This is an optimization exercise on Yosys and OpenROAD, whose aim is small area and a short achievable clock period, not a production implementation. The RTL was checked by simulation tests, not by an equivalence proof against the original design. Power and IR drop assume default switching activity.

== build 68 ==
## memoria_dados_nrisc
module memoria_dados_nrisc #(
  parameter int LARGURA_END = 8,
  parameter int LATENCIA    = 2
) (
  input  logic                   Clock,
  input  logic                   Reset_n,
  input  logic [LARGURA_END-1:0] EndMemDados,
  input  logic [7:0]             DadoEscritoMem,
  input  logic                   LerMem,
  input  logic                   EscMem,
  output logic [7:0]             DadoLidoMem,
  output logic                   Pronto,
  output logic                   Erro
  ,
  output logic [7:0]             PortaSaida
);
  logic ocioso_q, esp1_q, esp2_q, resp_q;
  logic [7:0] pos_q;
  logic [31:0] seln_q;             
  logic [7:0]  grp_q;              
  logic        porta_end_q;        
  logic [7:0]  slot_q;             
  logic [7:0]  dado_q;
  logic        ler_q, esc_q;
  logic [7:0] lido_q, porta_q;
  logic       erro_q;
  logic [7:0] r1_q [8];
  logic       wrp_q, rdp_q;
  logic [7:0] rdg_q;
  logic [7:0]  wga_q, wgan_q, wgb_q, wgbn_q;
  logic [15:0] wl_q, wln_q;
  logic [7:0] anel [256];
  logic [7:0] r1_d [8];
  logic [7:0] lido_d;
  logic       req, so_ler, so_esc, esc_mem, tarde;
  logic [5:0] soma_b;
  logic [2:0] soma_a0, soma_a1;
  logic [7:0] slot0;
  logic [7:0] grp_d;
  logic [6:0] wk;
  logic [7:0] wf, wfn;
  assign req     = LerMem | EscMem;
  assign so_ler  = ler_q & ~esc_q;
  assign so_esc  = esc_q & ~ler_q;
  assign esc_mem = so_esc & ~porta_end_q;
  assign soma_b  = {1'b0, EndMemDados[4:0]} + {1'b0, pos_q[4:0]};
  assign soma_a0 = EndMemDados[7:5] + pos_q[7:5];
  assign soma_a1 = EndMemDados[7:5] + pos_q[7:5] + 3'd1;
  assign slot0   = {soma_b[5] ? soma_a1 : soma_a0, soma_b[4:0]};
  always_comb
    for (int g = 0; g < 8; g++)
      grp_d[g] = soma_b[5] ? (soma_a1 == 3'(g)) : (soma_a0 == 3'(g));
  assign tarde = slot_q[0];
  assign wk    = 7'((9'(slot_q) + 9'd3) >> 1);
  always_ff @(posedge Clock or negedge Reset_n) begin
    if (!Reset_n) begin
  ...
clock: 4.0 ns
lec_check: 0
cap_margin: 20
core_margin: 2
core_utilization: 60
cts_cluster_diameter: 60
cts_cluster_size: 30
place_density: 0.7
setup_slack_margin: 1.8
slew_margin: 65
run.sh (not shown) runs the stock make flow with config.mk's settings and CLKGATE_MAP_FILE= SYNTH_SCRIPT=/design/flow/synth_recipe.tcl, a recipe that flattens the netlist after the stock synthesis.
diff inputs: build 68 => build 34
# build 68
export LEC_CHECK = 0
export CAP_MARGIN = 20
export CORE_MARGIN = 2
export CORE_UTILIZATION = 60
export CTS_CLUSTER_DIAMETER = 60
export CTS_CLUSTER_SIZE = 30
export PLACE_DENSITY = 0.7
export SETUP_SLACK_MARGIN = 1.8
export SLEW_MARGIN = 65
create_clock -name core_clock -period 4.0 [get_ports {Clock}]
# build 34
export LEC_CHECK = 0
export CAP_MARGIN = 20
export CORE_MARGIN = 2
export CORE_UTILIZATION = 60
export CTS_CLUSTER_DIAMETER = 60
export CTS_CLUSTER_SIZE = 30
export PLACE_DENSITY = 0.7
export SETUP_SLACK_MARGIN = 1.8
export SLEW_MARGIN = 50
create_clock -name core_clock -period 4.0 [get_ports {Clock}]
### Flow results
- Re number of clock sinks: no difference whatsoever between build 68 and build 34.
- Build 34 — maximum single-stage delay on the critical path 0.20 ns higher, build 68 as reference
- Build 34 ended with less setup slack than build 68.
- On sum of internal, switching and leakage power, build 34 does better than build 68.
- Build 68 and build 34 ended up with roughly the same power in the clock group.
- Build 34: done, clean on timing, DRC and antenna
- The worst hold slack of build 34 was inferior to that of build 68.
- Re global-route usage: build 68 was higher than build 34.
- Relative to build 68, the count of clock-buffer cells in the layout of build 34 is higher by about 2.6%.
- Between build 68 and build 34, the number of cells on the critical path is higher for build 34.
Input-level comparison between build 77 and build 34:
# build 34
export LEC_CHECK = 0
export CAP_MARGIN = 20
export CORE_MARGIN = 2
export CORE_UTILIZATION = 60
export CTS_CLUSTER_DIAMETER = 60
export CTS_CLUSTER_SIZE = 30
export PLACE_DENSITY = 0.7
export SETUP_SLACK_MARGIN = 1.8
export SLEW_MARGIN = 50
create_clock -name core_clock -period 4.0 [get_ports {Clock}]
# build 77
export LEC_CHECK = 0
export CAP_MARGIN = 20
export CORE_MARGIN = 2
export CORE_UTILIZATION = 55
export CTS_CLUSTER_DIAMETER = 60
export CTS_CLUSTER_SIZE = 30
export PLACE_DENSITY = 0.65
export SETUP_SLACK_MARGIN = 1.85
export SLEW_MARGIN = 20
create_clock -name core_clock -period 4.0 [get_ports {Clock}]
Notes after the runs:
Going from build 34 to build 77, final estimated routing congestion in global placement shrank slightly. Build 77 ends up with a worst clock skew on the final layout that is 0.0068 ns higher than in build 34. Build 34 -> build 77: register share of the cell area flat. | layout buffer count excluding clock buffers | build 77 vs build 34 | about 7.5% higher |. Summary of build 77 over build 34: maximum clock rate now sits lower; total of cells resized after clock tree synthesis went up; fraction of layout instances using a drive strength above 1 lower; count of TritonRoute iterations in the first routing pass saw an increase. On total power after layout: build 77 sits below build 34.
The inputs of build 37 differ from those of build 77 as listed below.
# build 77
export LEC_CHECK = 0
export CAP_MARGIN = 20
export CORE_MARGIN = 2
export CORE_UTILIZATION = 55
export CTS_CLUSTER_DIAMETER = 60
export CTS_CLUSTER_SIZE = 30
export PLACE_DENSITY = 0.65
export SETUP_SLACK_MARGIN = 1.85
export SLEW_MARGIN = 20
create_clock -name core_clock -period 4.0 [get_ports {Clock}]
# build 37
export LEC_CHECK = 0
export CAP_MARGIN = 60
export CORE_MARGIN = 2
export CORE_UTILIZATION = 60
export CTS_CLUSTER_DIAMETER = 60
export CTS_CLUSTER_SIZE = 30
export PLACE_DENSITY = 0.7
export SETUP_SLACK_MARGIN = 1.8
export SLEW_MARGIN = 65
create_clock -name core_clock -period 4.0 [get_ports {Clock}]
Results
In build 37 the starting utilization of the core area turned out 4.8 points higher than in build 77. Taking build 77 as the reference point, the final cycle utilization of the critical path of build 37 falls by 4.8 points. Going from build 77 to build 37, count of buffers not belonging to the clock network in the layout rose about 14%, switching power as a share of total power went down 0.39 points, source-to-sink clock delay at the later pin of the worst-skew pair was more or less identical, overall track demand over capacity in global routing increased 2.6 points, peak supply drop saw a decrease. Share of power burned in the clock network: build 77 vs build 37, no meaningful difference.
## Diff of input files: build 75 against build 37
# build 37
export LEC_CHECK = 0
export CAP_MARGIN = 60
export CORE_MARGIN = 2
export CORE_UTILIZATION = 60
export CTS_CLUSTER_DIAMETER = 60
export CTS_CLUSTER_SIZE = 30
export PLACE_DENSITY = 0.7
export SETUP_SLACK_MARGIN = 1.8
export SLEW_MARGIN = 65
create_clock -name core_clock -period 4.0 [get_ports {Clock}]
# build 75
export LEC_CHECK = 0
export CAP_MARGIN = 40
export CORE_MARGIN = 2
export CORE_UTILIZATION = 60
export CTS_CLUSTER_DIAMETER = 60
export CTS_CLUSTER_SIZE = 30
export PLACE_DENSITY = 0.7
export SETUP_SLACK_MARGIN = 1.8
export SLEW_MARGIN = 65
create_clock -name core_clock -period 4.0 [get_ports {Clock}]
==> comparison <==
Between build 37 and build 75, register-to-register slack increased.
dfrtp_1 as the cell at the slowest stage of the critical path was reported by build 75, and edfxtp_1 by build 37.
From build 37 to build 75 the numbers moved as follows: number of buffers inserted to repair setup after CTS rose by 3; critical path depth -6; slew of the pin with the lowest slew margin increased by 0.023 ns relative to the old numbers.
On power density over the cells, build 37 tracks build 75 almost exactly.
Ratio of routed vias to standard cells: build 75 > build 37
In the metrics for build 75 and build 37, the one carrying the lower clock latency at the later pin of the worst-skew pair is build 75.
Build 37 and build 75 ended up with roughly the same share of power burned in combinational logic.
Summary of build 75 over build 37: worst hold slack down 0.0041 ns, fraction of the core area covered by cells at the end of the flow stayed essentially flat.
#### Input delta (build 3 over build 75)
# build 75
export LEC_CHECK = 0
export CAP_MARGIN = 40
export CORE_MARGIN = 2
export CORE_UTILIZATION = 60
export CTS_CLUSTER_DIAMETER = 60
export CTS_CLUSTER_SIZE = 30
export PLACE_DENSITY = 0.7
export SETUP_SLACK_MARGIN = 1.8
export SLEW_MARGIN = 65
create_clock -name core_clock -period 4.0 [get_ports {Clock}]
# build 3
export LEC_CHECK = 0
export CAP_MARGIN = 20
export CORE_MARGIN = 2
export CORE_UTILIZATION = 55
export CTS_CLUSTER_DIAMETER = 60
export CTS_CLUSTER_SIZE = 30
export PLACE_DENSITY = 0.65
export SETUP_SLACK_MARGIN = 1.8
export SLEW_MARGIN = 65
create_clock -name core_clock -period 4.0 [get_ports {Clock}]
[summary]
Run comparison: build 75 start point of the critical path porta_q[4]; build 3 start point of the critical path seln_q[18]
Between build 3 and build 75, the difference in average detailed-routed wire length per instance is negligible.
Delta (build 3 minus build 75): wire length after detailed routing grew by 2.1%, minimum period implied by the final worst setup slack now larger.
Taking build 75 as the reference, in build 3 clock distribution area overhead in the final layout ~0 delta, switching power as a share of total power went up 0.24 points, worst max-slew margin expressed relative to the limit now smaller, count of placed standard cells including taps +155.
End of the critical path: PortaSaida[4] -> build 75, r1_q[0][3] -> build 3
[compare] base=build 75 new=build 3: portion of the layout cell area used by non-clock buffers rose by 0.25 points, maximum number of pins on one net before global-route repair dropped 1.
Build 3: count of instances resized after the clock tree is built higher than build 75
Post-detailed-placement half-perimeter wirelength: build 3 higher than build 75

========
Another version of the RTL of memoria_dados_nrisc (not shown whole).
Size in the first run: about 2200 flip-flops, about 79000 µm² of cells after synthesis.
clock: 4.0 ns
lec_check: 0
cap_margin: 20
core_margin: 2
core_utilization: 60
cts_cluster_diameter: 60
cts_cluster_size: 30
place_density: 0.7
setup_slack_margin: 1.8
slew_margin: 65
Rerun with:
--- a/flow/config.mk
+++ b/flow/config.mk
@@ -8,8 +8,8 @@
 export CAP_MARGIN = 20
 export CORE_MARGIN = 2
-export CORE_UTILIZATION = 60
+export CORE_UTILIZATION = 70
 export CTS_CLUSTER_DIAMETER = 60
 export CTS_CLUSTER_SIZE = 30
-export PLACE_DENSITY = 0.7
+export PLACE_DENSITY = 0.8
 export SETUP_SLACK_MARGIN = 1.8
-export SLEW_MARGIN = 65
+export SLEW_MARGIN = 20
- The changed run finished with timing, DRC and antenna clean
- worst hold slack degrades by 0.24 ns
- design area went down slightly
- via count went up slightly
- combinational power fell by a few percent
- sequential power hardly moves
- wire length is about the same
- synthesized area is unchanged

========
## run A
memoria_dados_nrisc with an RTL version that a note above also has.
Size in the first run: roughly 2300 flip-flops, about 38 I/O pins, roughly 71000 µm² of cells after synthesis.
// memoria_dados_nrisc
module memoria_dados_nrisc #(
  parameter int LARGURA_END = 8,
  parameter int LATENCIA    = 2
) (
  input  logic                   Clock,
  input  logic                   Reset_n,
  input  logic [LARGURA_END-1:0] EndMemDados,
  input  logic [7:0]             DadoEscritoMem,
  input  logic                   LerMem,
  input  logic                   EscMem,
  output logic [7:0]             DadoLidoMem,
  output logic                   Pronto,
  output logic                   Erro
  ,
  output logic [7:0]             PortaSaida
);
make LEC_CHECK=0 CAP_MARGIN=20 CORE_MARGIN=2 CORE_UTILIZATION=60 CTS_CLUSTER_DIAMETER=60 CTS_CLUSTER_SIZE=30 PLACE_DENSITY=0.7 SETUP_SLACK_MARGIN=1.8 SLEW_MARGIN=65 TNS_END_PERCENT=20 finish   # period 4.0 ns
#### Input delta (run B over run A)
Settings: clearing TNS_END_PERCENT, which used to be 20; swapping 65 for 20 in SLEW_MARGIN.
Notes after the runs:
Total length of routed wires sits lower in run B than in run A. Maximum frequency in run B is 9.2% below run A. Diff run A -> run B | required time reported for the critical path endpoint | increase of 1530 ps. Looking at type of the most critical hold path, the in2async result is from run B; the reg2reg one comes from run A. Utilization in run B is 1.5 points lower than in run A. The first-pass GRT wire length of run B falls short of that of run A by 0.98%. The power per cell area number comes out higher for run B vs run A.
Inputs modified between run B and run C:
Settings: SLEW_MARGIN changed from 20 to 65; CAP_MARGIN changed from 20 to 40; TNS_END_PERCENT newly set to 20.
Results
- Result for run B and run C: all clean
- Path type of the worst setup path = reg2reg: run B; path type of the worst setup path = reg2out: run C
- Run C vs. run B: final clock period utilization by the worst path fell by 5.0 points; total routed wirelength rose by 0.83%; fraction of the core area covered by cells at the end of the flow rose by 1.6 points; proportion of total power due to net switching stayed essentially flat.

## separate check: timing with driven ports
No port has a modelled driver above. Below, the same layouts with a new extraction and two added sets of constraints.
Step 1 sets driving cells, clkbuf_16 on the clock port and buf_2 on the other inputs (assumed; they add their load-dependent delay and slew).
Step 2 also shifts input and output timing later by t, the mid clock arrival at the registers, as if the neighbouring blocks saw the same clock.
Three values: no drivers, after step 1, after step 2; two values: the first two.
| run | shift t [ns] | setup slack, ns | worst setup path at the end | clock arrival spread, ns |
|---|---|---|---|---|
| build 68 | 0.875 | 1.786 / 1.710 / 1.039 | input to register | 0.037 / 0.037 |
| build 34 | 0.875 | 1.699 / 1.699 / 1.042 | input to register | 0.035 / 0.036 |
| build 77 | 0.889 | 1.596 / 1.596 / 1.021 | input to register | 0.041 / 0.041 |
| build 37 | 0.885 | 1.790 / 1.716 / 1.023 | input to register | 0.045 / 0.046 |
| build 75 | 0.851 | 1.794 / 1.720 / 1.035 | input to register | 0.035 / 0.035 |
| build 3 | 0.889 | 1.782 / 1.717 / 1.051 | input to register | 0.043 / 0.043 |
| the first run of note 2 | 0.862 | 1.744 / 1.692 / 1.744 | register to register | 0.037 / 0.038 |
| the second run of note 2 | 0.850 | 1.716 / 1.697 / 1.582 | input to register | 0.042 / 0.042 |
| run A | 0.875 | 1.780 / 1.698 / 1.035 | input to register | 0.038 / 0.038 |
| run B | 0.871 | 1.556 / 1.556 / 0.982 | input to register | 0.042 / 0.043 |
| run C | 0.864 | 1.754 / 1.682 / 1.026 | input to register | 0.040 / 0.040 |
After both steps setup and hold are still met in every run listed. The setup slack of build 37, which loses most, moves by -0.074 ns with the drivers and by -0.767 ns with both steps.
